This is an optimization exercise on Yosys and OpenROAD, whose aim is small area, a short achievable clock period and few clock cycles per item, not a production implementation. Where RTL was checked, it was by simulation tests only, not by an equivalence proof against the original. No activity file was given, so power comes from the tool's default toggle rates.

Design round_robin_time_slice_scheduler, start of the top module:
module round_robin_time_slice_scheduler #(
    parameter int MAX_TASKS = 8
) (
    input  logic        i_clk,
    input  logic        i_rst_n,
    input  logic        i_in_valid,
    output logic        o_in_ready,
    input  logic [1:0]  i_in_action,
    input  logic [2:0]  i_in_slot,
    input  logic [7:0]  i_in_burst,
    input  logic [15:0] i_in_arrival,
    output logic        o_out_valid,
    input  logic        i_out_ready,
    output logic [2:0]  o_out_ran_slot,
    output logic        o_out_idle,
    output logic        o_out_completed,
    output logic [15:0] o_out_completion_time,
    output logic        o_out_all_done,
    input  logic        psel,
    input  logic        penable,
    input  logic        pwrite,
    input  logic [2:0]  paddr,
    input  logic [31:0] pwdata,
    output logic [31:0] prdata,
    output logic        pready
);
For scale: ~1,800 cells after synthesis, roughly 370 flip-flops, ~130 I/O pins, ~20,000 µm² of cells after synthesis.
export LEC_CHECK = 0
export CAP_MARGIN = 20
export CORE_MARGIN = 2
export CORE_UTILIZATION = 40
export SLEW_MARGIN = 20
create_clock -name core_clock -period 10.0 [get_ports {i_clk}]
standard.sh (not shown) runs the stock make flow with config.mk's settings and CLKGATE_MAP_FILE= SYNTH_SCRIPT=/design/flow/synth_recipe.tcl, a recipe that flattens the netlist after the stock synthesis.
==> flow/flow/run.sh <==
#!/bin/bash
set -euo pipefail
bash standard.sh SETUP_SLACK_MARGIN=7 "BUFFER_PORTS_ARGS=-buffer_cell sky130_fd_sc_hd__buf_2" CTS_CLUSTER_SIZE=20 CTS_CLUSTER_DIAMETER=80 finish > standard_flow.log 2>&1
Change:
--- a/flow/design.v
+++ b/flow/design.v
@@ -75,22 +75,23 @@
     logic [7:0]  r_burst [0:7];
     logic [15:0] r_arr   [0:7];
     logic [7:0]  r_ready;
     logic [7:0]  r_nz;
     logic [7:0]  r_bnz;
     logic [7:0]  r_use;
     logic [15:0] r_time;
     logic [2:0]  r_ptr;
     logic [2:0]  r_run;
     logic [7:0]  r_slice;
     logic        r_ge;
+    logic        r_open;
     logic [1:0]  r_action;
     logic [2:0]  r_slot;
     logic        r_due;
     logic [2:0]  r_h_slot;
     logic        r_h_idle;
     logic        r_h_comp;
     logic [15:0] r_h_time;
     logic        r_h_ad;
     logic        r_s_idle;
     logic        r_s_comp;
     logic        is_load, is_tick, is_rst;
@@ -141,23 +142,23 @@
     assign is_rst  = (r_action == rrts_pkg::ACT_RESTART);
     always_comb begin
         for (int i = 0; i < 8; i++) begin
             one[i]     = (r_rem[i] == 8'd1);
             run_oh[i]  = (r_run == 3'(i));
             slot_oh[i] = (r_slot == 3'(i));
             hi[i]      = (3'(i) >= r_ptr);
         end
     end
     assign act_m = r_use & r_nz;
     assign cand  = r_ready & act_m;
-    assign cont  = (r_slice != 8'd0) && ((run_oh & act_m) != 8'd0);
+    assign cont  = r_open && ((run_oh & act_m) != 8'd0);
     always_comb begin
         logic [7:0] m;
         logic       seen_hi, seen_all;
         m        = cand & hi;
         seen_hi  = 1'b0;
         seen_all = 1'b0;
         for (int i = 0; i < 8; i++) begin
             g_hi[i]  = m[i] && !seen_hi;
             g_all[i] = cand[i] && !seen_all;
             seen_hi  = seen_hi || m[i];
             seen_all = seen_all || cand[i];
@@ -226,37 +227,41 @@
                 else if (is_tick && (r_arr[i] == time_inc)) r_ready[i] <= 1'b1;
             end
         end
     end
     always_ff @(posedge i_clk) begin
         if (!i_rst_n) begin
             r_nz    <= 8'd0;
             r_time  <= 16'd0;
             r_ptr   <= 3'd0;
             r_run   <= 3'd0;
             r_slice <= 8'd0;
+            r_open  <= 1'b0;
         end else if (i_exec) begin
             r_nz   <= nz_next;
             r_time <= time_d;
             if (is_tick) begin
                 if (have) begin
                     r_run   <= p;
                     r_slice <= slice_end ? 8'd0 : slice_inc;
+                    r_open  <= !slice_end;
                     if (slice_end) r_ptr <= ptr_nxt;
                 end else begin
                     r_slice <= 8'd0;
+                    r_open  <= 1'b0;
                 end
             end else if (is_rst) begin
                 r_ptr   <= 3'd0;
                 r_run   <= 3'd0;
                 r_slice <= 8'd0;
+                r_open  <= 1'b0;
             end
         end
     end
     always_ff @(posedge i_clk) begin
         if (i_head_en) begin
             if (i_head_from_sk) begin
                 r_h_slot <= r_s_idle ? 3'd0 : r_run;
                 r_h_idle <= r_s_idle;
                 r_h_comp <= r_s_comp;
                 r_h_time <= r_time;
                 r_h_ad   <= a_empty;
Result: Register-to-register slack got worse by 0.15 ns. Cell area is lower by a few percent. Non-clock buffer count is lower by 47. Wire length is lower by a few percent. Cell count is lower by a few percent.
Testbench counts after the change, summed over its fixed seeds: cycles 6,637, items 6,509.
Only the layout flow was run in the first run of this note; the RTL was not checked for function there.

* * *

## north
round_robin_time_slice_scheduler, a different RTL version from the one above (not shown whole).
For scale: roughly 360 flip-flops, about 130 I/O pins, about 19000 um^2 of cells after synthesis.
// round_robin_time_slice_scheduler
module round_robin_time_slice_scheduler #(
    parameter int MAX_TASKS = 8
) (
    input  logic        i_clk,
    input  logic        i_rst_n,
    input  logic        i_in_valid,
    output logic        o_in_ready,
    input  logic [1:0]  i_in_action,
    input  logic [2:0]  i_in_slot,
    input  logic [7:0]  i_in_burst,
    input  logic [15:0] i_in_arrival,
    output logic        o_out_valid,
    input  logic        i_out_ready,
    output logic [2:0]  o_out_ran_slot,
    output logic        o_out_idle,
    output logic        o_out_completed,
    output logic [15:0] o_out_completion_time,
    output logic        o_out_all_done,
    input  logic        psel,
    input  logic        penable,
    input  logic        pwrite,
    input  logic [2:0]  paddr,
    input  logic [31:0] pwdata,
    output logic [31:0] prdata,
    output logic        pready
);
clock: 10.0 ns
lec_check: 0
abc_area: 1
cap_margin: 20
core_margin: 2
core_utilization: 55
cts_cluster_diameter: 80
cts_cluster_size: 20
slew_margin: 20
tns_end_percent: 10
==> flow/flow/run.sh <==
#!/bin/bash
set -euo pipefail
bash standard.sh SETUP_SLACK_MARGIN=7 "BUFFER_PORTS_ARGS=-buffer_cell sky130_fd_sc_hd__buf_2" finish > standard_flow.log 2>&1
No stage failed in north, and the final checks on the layout all came back clean.
Relative to north, the following input files were edited for south:
--- a/flow/design.v
+++ b/flow/design.v
@@ -66,18 +66,18 @@
     input  logic        i_head_from_sk,
     input  logic        i_sk_en,
     output logic [2:0]  o_ran_slot,
     output logic        o_idle,
     output logic        o_completed,
     output logic [15:0] o_ctime,
     output logic        o_all_done
 );
-    logic [7:0]  r_rem   [0:7];
-    logic [7:0]  r_burst [0:7];
+    logic [7:0]  r_nrem   [0:7];     
+    logic [7:0]  r_nburst [0:7];     
     logic [15:0] r_arr   [0:7];
     logic [7:0]  r_ready;
     logic [7:0]  r_nz;
     logic [7:0]  r_bnz;
     logic [7:0]  r_use;
     logic [2:0]  r_ptr;
     logic [2:0]  r_run;
     logic [7:0]  r_slice;
@@ -124,17 +124,17 @@
             r_action <= i_action;
             r_slot   <= i_slot;
             r_due    <= due_d;
         end
     end
     always_ff @(posedge i_clk) begin
         for (int i = 0; i < 8; i++) begin
             if (i_acc && in_load && in_slot_oh[i]) begin
-                r_burst[i] <= i_burst;
+                r_nburst[i] <= ~i_burst;
                 r_arr[i]   <= i_arrival;
             end
         end
     end
     always_ff @(posedge i_clk) begin
         if (!i_rst_n) begin
             r_bnz <= 8'd0;
         end else begin
@@ -146,17 +146,17 @@
     always_ff @(posedge i_clk) begin
         for (int i = 0; i < 8; i++) r_use[i] <= (i_task_count > 4'(i));
     end
     assign is_load = (r_action == rrts_pkg::ACT_LOAD);
     assign is_tick = (r_action == rrts_pkg::ACT_TICK);
     assign is_rst  = (r_action == rrts_pkg::ACT_RESTART);
     always_comb begin
         for (int i = 0; i < 8; i++) begin
-            one[i]     = (r_rem[i] == 8'd1);
+            one[i]     = (r_nrem[i] == 8'hFE);
             run_oh[i]  = (r_run == 3'(i));
             slot_oh[i] = (r_slot == 3'(i));
             hi[i]      = (3'(i) >= r_ptr);
         end
     end
     assign act_m = r_use & r_nz;
     assign cand  = r_ready & act_m;
     assign cont  = r_open && ((run_oh & act_m) != 8'd0);
@@ -213,18 +213,18 @@
             else if (is_load) nz_next[i] = slot_oh[i] ? r_bnz[i] : r_nz[i];
             else if (is_rst)  nz_next[i] = r_bnz[i];
             else              nz_next[i] = r_nz[i];
         end
     end
     always_ff @(posedge i_clk) begin
         if (i_exec) begin
             for (int i = 0; i < 8; i++) begin
-                if ((is_load && slot_oh[i]) || is_rst) r_rem[i] <= r_burst[i];
-                else if (is_tick && g[i])              r_rem[i] <= r_rem[i] - 8'd1;
+                if ((is_load && slot_oh[i]) || is_rst) r_nrem[i] <= r_nburst[i];
+                else if (is_tick && g[i])              r_nrem[i] <= r_nrem[i] + 8'd1;
                 if (is_load && slot_oh[i])             r_ready[i] <= r_due;
                 else if (is_rst)                       r_ready[i] <= (r_arr[i] == 16'd0);
                 else if (is_tick && (r_arr[i] == time_inc)) r_ready[i] <= 1'b1;
             end
         end
     end
     always_ff @(posedge i_clk) begin
         if (!i_rst_n) begin
### Flow results
- The design area in south sits about 1.4% below the value recorded for north.
- Per the comparison of south with north, non-filler instance count after layout now sits lower; signed area change from the synthesized netlist to the final layout shows a reduction of 1.2 points; via count of the first global-routing pass grew by 547.
- Diff north -> south: final wirelength grew by about 3%, fraction of power consumed by sequential logic grew by 0.3 points, synthesized area shrank by 0.31%, sequential share of layout area grew by 0.66 points.
- Diff north -> south: total area of multi-input combinational cells stayed essentially flat, initial antenna violation count fell by 3.
Testbench counts of south, summed over its fixed seeds: cycles 6,637, items 6,509.
Function not checked in north: the RTL went through the layout flow alone.

* * *

Another version of the RTL of round_robin_time_slice_scheduler (not shown whole).
For scale: ~1,900 cells after synthesis, roughly 390 flip-flops, ~130 I/O pins, ~0.020 mm² of cells after synthesis.
==> module rrts_dp, before the edit <==
module rrts_dp (
    input  logic        i_clk,
    input  logic        i_rst_n,
    input  logic        i_acc,
    input  logic        i_exec,
    input  logic [1:0]  i_action,
    input  logic [2:0]  i_slot,
    input  logic [7:0]  i_burst,
    input  logic [15:0] i_arrival,
    input  logic [7:0]  i_quantum,
    input  logic [3:0]  i_task_count,
    input  logic        i_head_en,
    input  logic        i_head_from_sk,
    input  logic        i_sk_en,
    output logic [2:0]  o_ran_slot,
    output logic        o_idle,
    output logic        o_completed,
    output logic [15:0] o_ctime,
    output logic        o_all_done
);
    logic [7:0]  r_rem   [0:7];
    logic [7:0]  r_burst [0:7];
    logic [15:0] r_arr   [0:7];
    logic [7:0]  r_ready;
    logic [7:0]  r_nz;
    logic [7:0]  r_bnz;
    logic [15:0] r_time;
    logic [2:0]  r_ptr;
    logic [2:0]  r_run;
    logic [7:0]  r_slice;
    logic [2:0]  r_h_slot;
    logic        r_h_idle;
    logic        r_h_comp;
    logic [15:0] r_h_time;
    logic        r_h_ad;
    logic        r_s_idle;
    logic        r_s_comp;
    logic [1:0]  r_action;
    logic [2:0]  r_slot;
    logic [7:0]  r_bin;
    logic [15:0] r_arrival;
    logic        is_load, is_tick, is_rst;
    logic [7:0]  use_m, nz, one, bnz, cand, run_oh, hi, g_hi, g_all, g, ptr_oh;
    logic [7:0]  nz_next, slot_oh;
    logic        cont, have, completed, slice_end, ge_c, ge_n;
    logic [7:0]  ptr_oh_nxt;
    logic [7:0]  slice_c;
    logic [2:0]  p, ptr_nxt;
    logic [7:0]  slice_inc, q_eff;
    logic [15:0] time_inc, time_d;
    logic        ad_now, ad_next;
    logic        load_ready;
    always_ff @(posedge i_clk) begin
        if (i_acc) begin
            r_action  <= i_action;
            r_slot    <= i_slot;
            r_bin     <= i_burst;
            r_arrival <= i_arrival;
        end
    end
    assign is_load = (r_action == rrts_pkg::ACT_LOAD);
    assign is_tick = (r_action == rrts_pkg::ACT_TICK);
    assign is_rst  = (r_action == rrts_pkg::ACT_RESTART);
    always_comb begin
        for (int i = 0; i < 8; i++) begin
            use_m[i]   = (i_task_count > 4'(i));
            one[i]     = (r_rem[i] == 8'd1);
            run_oh[i]  = (r_run == 3'(i));
            slot_oh[i] = (r_slot == 3'(i));
            hi[i]      = (3'(i) >= r_ptr);
        end
    end
    assign nz   = r_nz;
    assign bnz  = r_bnz;
    assign cand = r_ready & nz & use_m;
    assign cont = (r_slice != 8'd0) && ((run_oh & use_m & nz) != 8'd0);
    always_comb begin
        logic [7:0] m;
        logic       seen_hi, seen_all;
        m        = cand & hi;
        seen_hi  = 1'b0;
        seen_all = 1'b0;
        for (int i = 0; i < 8; i++) begin
            g_hi[i]  = m[i] && !seen_hi;
            g_all[i] = cand[i] && !seen_all;
            seen_hi  = seen_hi || m[i];
            seen_all = seen_all || cand[i];
        end
    end
    assign g    = cont ? run_oh : ((cand & hi) != 8'd0) ? g_hi : g_all;
    assign have = cont || (cand != 8'd0);
    always_comb begin
        p = 3'd0;
        for (int i = 0; i < 8; i++) if (g[i]) p = p | 3'(i);
    end
    assign q_eff     = (i_quantum == 8'd0) ? 8'd1 : i_quantum;
    assign slice_c   = (r_slice == rrts_pkg::SLICE_MAX) ? r_slice : r_slice + 8'd1;
    assign ge_c      = (slice_c >= q_eff);
    assign ge_n      = (q_eff == 8'd1);
    assign slice_inc = cont ? slice_c : 8'd1;
    assign completed = (g & one) != 8'd0;
    assign slice_end = completed || (cont ? ge_c : ge_n);
    assign ptr_oh_nxt = {g[6:0], 1'b0} & use_m;
    always_comb begin
        ptr_nxt = 3'd0;
        for (int i = 0; i < 8; i++) if (ptr_oh_nxt[i]) ptr_nxt = ptr_nxt | 3'(i);
    end
    assign time_inc  = (r_time == rrts_pkg::TIME_MAX) ? r_time : r_time + 16'd1;
    assign time_d    = is_tick ? time_inc : is_rst ? 16'd0 : r_time;
    assign load_ready = (r_arrival <= r_time);
    always_comb begin
        for (int i = 0; i < 8; i++) begin
            if (is_tick)      nz_next[i] = nz[i] && !(g[i] && one[i]);
            else if (is_load) nz_next[i] = slot_oh[i] ? (r_bin != 8'd0) : nz[i];
            else if (is_rst)  nz_next[i] = bnz[i];
            else              nz_next[i] = nz[i];
        end
    end
    assign ad_now  = ((use_m & nz) == 8'd0);
    assign ad_next = ((use_m & nz_next) == 8'd0);
    always_ff @(posedge i_clk) begin
        if (i_exec) begin
            for (int i = 0; i < 8; i++) begin
                if (is_load && slot_oh[i]) begin
                    r_rem[i]   <= r_bin;
                    r_burst[i] <= r_bin;
                    r_arr[i]   <= r_arrival;
                    r_ready[i] <= load_ready;
                end else if (is_tick) begin
                    if (g[i]) r_rem[i] <= r_rem[i] - 8'd1;
                    if (r_arr[i] == time_inc) r_ready[i] <= 1'b1;
                end else if (is_rst) begin
                    r_rem[i]   <= r_burst[i];
                    r_ready[i] <= (r_arr[i] == 16'd0);
                end
            end
        end
    end
    always_ff @(posedge i_clk) begin
        if (!i_rst_n) begin
            r_nz     <= 8'd0;
            r_bnz    <= 8'd0;
            r_time   <= 16'd0;
            r_ptr    <= 3'd0;
            r_run    <= 3'd0;
            r_slice  <= 8'd0;
        end else if (i_exec) begin
            r_nz <= nz_next;
            if (is_load) begin
                for (int i = 0; i < 8; i++) if (slot_oh[i]) r_bnz[i] <= (r_bin != 8'd0);
            end
            r_time <= time_d;
            if (is_tick) begin
                if (have) begin
                    r_run   <= p;
                    r_slice <= slice_end ? 8'd0 : slice_inc;
                    if (slice_end) r_ptr <= ptr_nxt;
                end else begin
                    r_slice <= 8'd0;
                end
            end else if (is_rst) begin
                r_ptr   <= 3'd0;
                r_run   <= 3'd0;
                r_slice <= 8'd0;
            end
        end
    end
    always_ff @(posedge i_clk) begin
        if (i_head_en) begin
            if (i_head_from_sk) begin
                r_h_slot <= r_s_idle ? 3'd0 : r_run;
                r_h_idle <= r_s_idle;
                r_h_comp <= r_s_comp;
                r_h_time <= r_time;
                r_h_ad   <= ad_now;
            end else begin
                r_h_slot <= (is_tick && have) ? p : 3'd0;
                r_h_idle <= !(is_tick && have);
                r_h_comp <= is_tick && completed;
                r_h_time <= time_d;
                r_h_ad   <= ad_next;
            end
        end
        if (i_sk_en) begin
            r_s_idle <= !(is_tick && have);
            r_s_comp <= is_tick && completed;
        end
    end
    assign o_ran_slot  = r_h_slot;
    assign o_idle      = r_h_idle;
    assign o_completed = r_h_comp;
    assign o_ctime     = r_h_time;
    assign o_all_done  = r_h_ad;
endmodule
clock: 10.0 ns
lec_check: 0
cap_margin: 20
core_margin: 2
core_utilization: 40
slew_margin: 20
==> flow/flow/run.sh <==
#!/bin/bash
set -euo pipefail
bash standard.sh SETUP_SLACK_MARGIN=7 finish > standard_flow.log 2>&1
The baseline finished with timing, DRC and antenna clean.
Then changed:
--- a/flow/design.v
+++ b/flow/design.v
@@ -96,5 +96,8 @@
     logic [7:0]  use_m, nz, one, bnz, cand, run_oh, hi, g_hi, g_all, g, ptr_oh;
     logic [7:0]  nz_next, slot_oh;
-    logic        cont, have, completed, slice_end, ge_c, ge_n;
+    logic        cont, have, completed, slice_end, ge_c, ge_n, ge_cc, ge_2, ge_d;
+    logic        r_ge;
+    logic [7:0]  act_m;
+    logic        a_empty, a_single, a_one;
     logic [7:0]  ptr_oh_nxt;
     logic [7:0]  slice_c;
@@ -150,8 +153,20 @@
     assign slice_c   = (r_slice == rrts_pkg::SLICE_MAX) ? r_slice : r_slice + 8'd1;
     assign ge_c      = (slice_c >= q_eff);
+    assign ge_cc     = (slice_c == rrts_pkg::SLICE_MAX) || ((slice_c + 8'd1) >= q_eff);
     assign ge_n      = (q_eff == 8'd1);
+    assign ge_2      = (q_eff <= 8'd2);
     assign slice_inc = cont ? slice_c : 8'd1;
     assign completed = (g & one) != 8'd0;
-    assign slice_end = completed || (cont ? ge_c : ge_n);
+    assign slice_end = completed || (cont ? r_ge : ge_n);
+    always_comb begin
+        ge_d = ge_c;
+        if (i_exec && is_tick) begin
+            if (have && !slice_end) ge_d = cont ? ge_cc : ge_2;
+            else                    ge_d = ge_n;
+        end else if (i_exec && is_rst) begin
+            ge_d = ge_n;
+        end
+    end
+    always_ff @(posedge i_clk) r_ge <= ge_d;
     assign ptr_oh_nxt = {g[6:0], 1'b0} & use_m;
     always_comb begin
@@ -162,4 +177,14 @@
     assign time_d    = is_tick ? time_inc : is_rst ? 16'd0 : r_time;
     assign load_ready = (r_arrival <= r_time);
+    assign act_m    = use_m & nz;
+    assign a_empty  = (act_m == 8'd0);
+    assign a_single = $onehot(act_m);
+    assign a_one    = ((act_m & one) != 8'd0);
+    always_comb begin
+        if (is_tick)      ad_next = a_empty || (a_single && a_one && have);
+        else if (is_load) ad_next = ((act_m & ~slot_oh) == 8'd0) && ((use_m & slot_oh) == 8'd0 || r_bin == 8'd0);
+        else if (is_rst)  ad_next = ((use_m & bnz) == 8'd0);
+        else              ad_next = a_empty;
+    end
     always_comb begin
         for (int i = 0; i < 8; i++) begin
@@ -170,6 +195,5 @@
         end
     end
-    assign ad_now  = ((use_m & nz) == 8'd0);
-    assign ad_next = ((use_m & nz_next) == 8'd0);
+    assign ad_now = a_empty;
     always_ff @(posedge i_clk) begin
         if (i_exec) begin
What happened:
- The changed run finished with timing, DRC and antenna clean
- worst hold slack improved by 0.0054 ns
- utilization goes up by 1.2 points
- final cell count grows by about 7.5%
- setup slack got worse by 0.31 ns
- die area climbs by about 4.7%
- total power grows by 1.2%
- routed wire length rose by 15%
- first-iteration DRC count is higher by 17%
- sequential power stays flat
- maximum frequency goes down by 8.7%
- critical path depth goes up by 1
- global-route usage rises by 1.6 points
- clock power rises by about 3%
- final area climbs by 7.4%
No functional check of the RTL was part of any run of this note.

==> what the ideal ports hide <==
Ports are ideal in the flow. The routed layouts listed here were re-timed in OpenROAD.
Step 1: set_driving_cell puts a clkbuf_16 on i_clk and a buf_2 on each other input, an assumption about the parent block.
Step 2, shift: input delay + t, output delay - t, t = (earliest + latest rising clock arrival at the registers) / 2. This alone moves slack from input paths to output paths.
Three values: ideal ports, drivers, drivers and shift; two values: the first two.
| run | t, ns | slack for setup (ns) | hold WS [ns] |
|---|---|---|---|
| the first run of note 1 | 0.645 | 6.683 / 6.683 / 6.131 | 0.472 / 0.472 / 0.472 |
| the second run of note 1 | 0.628 | 6.532 / 6.532 / 6.020 | 0.466 / 0.466 / 0.466 |
| north | 0.598 | 6.826 / 6.771 / 6.347 | 0.436 / 0.436 / 0.436 |
| south | 0.599 | 6.812 / 6.757 / 6.269 | 0.423 / 0.423 / 0.423 |
| the first run of note 3 | 0.621 | 6.766 / 6.766 / 6.537 | 0.480 / 0.480 / 0.480 |
| the second run of note 3 | 0.622 | 6.459 / 6.459 / 6.399 | 0.486 / 0.486 / 0.486 |
After both steps every run listed still meets setup and hold. The setup slack of the first run of note 1, which loses most, moves by 0.000 ns with the drivers and by -0.552 ns with both steps.
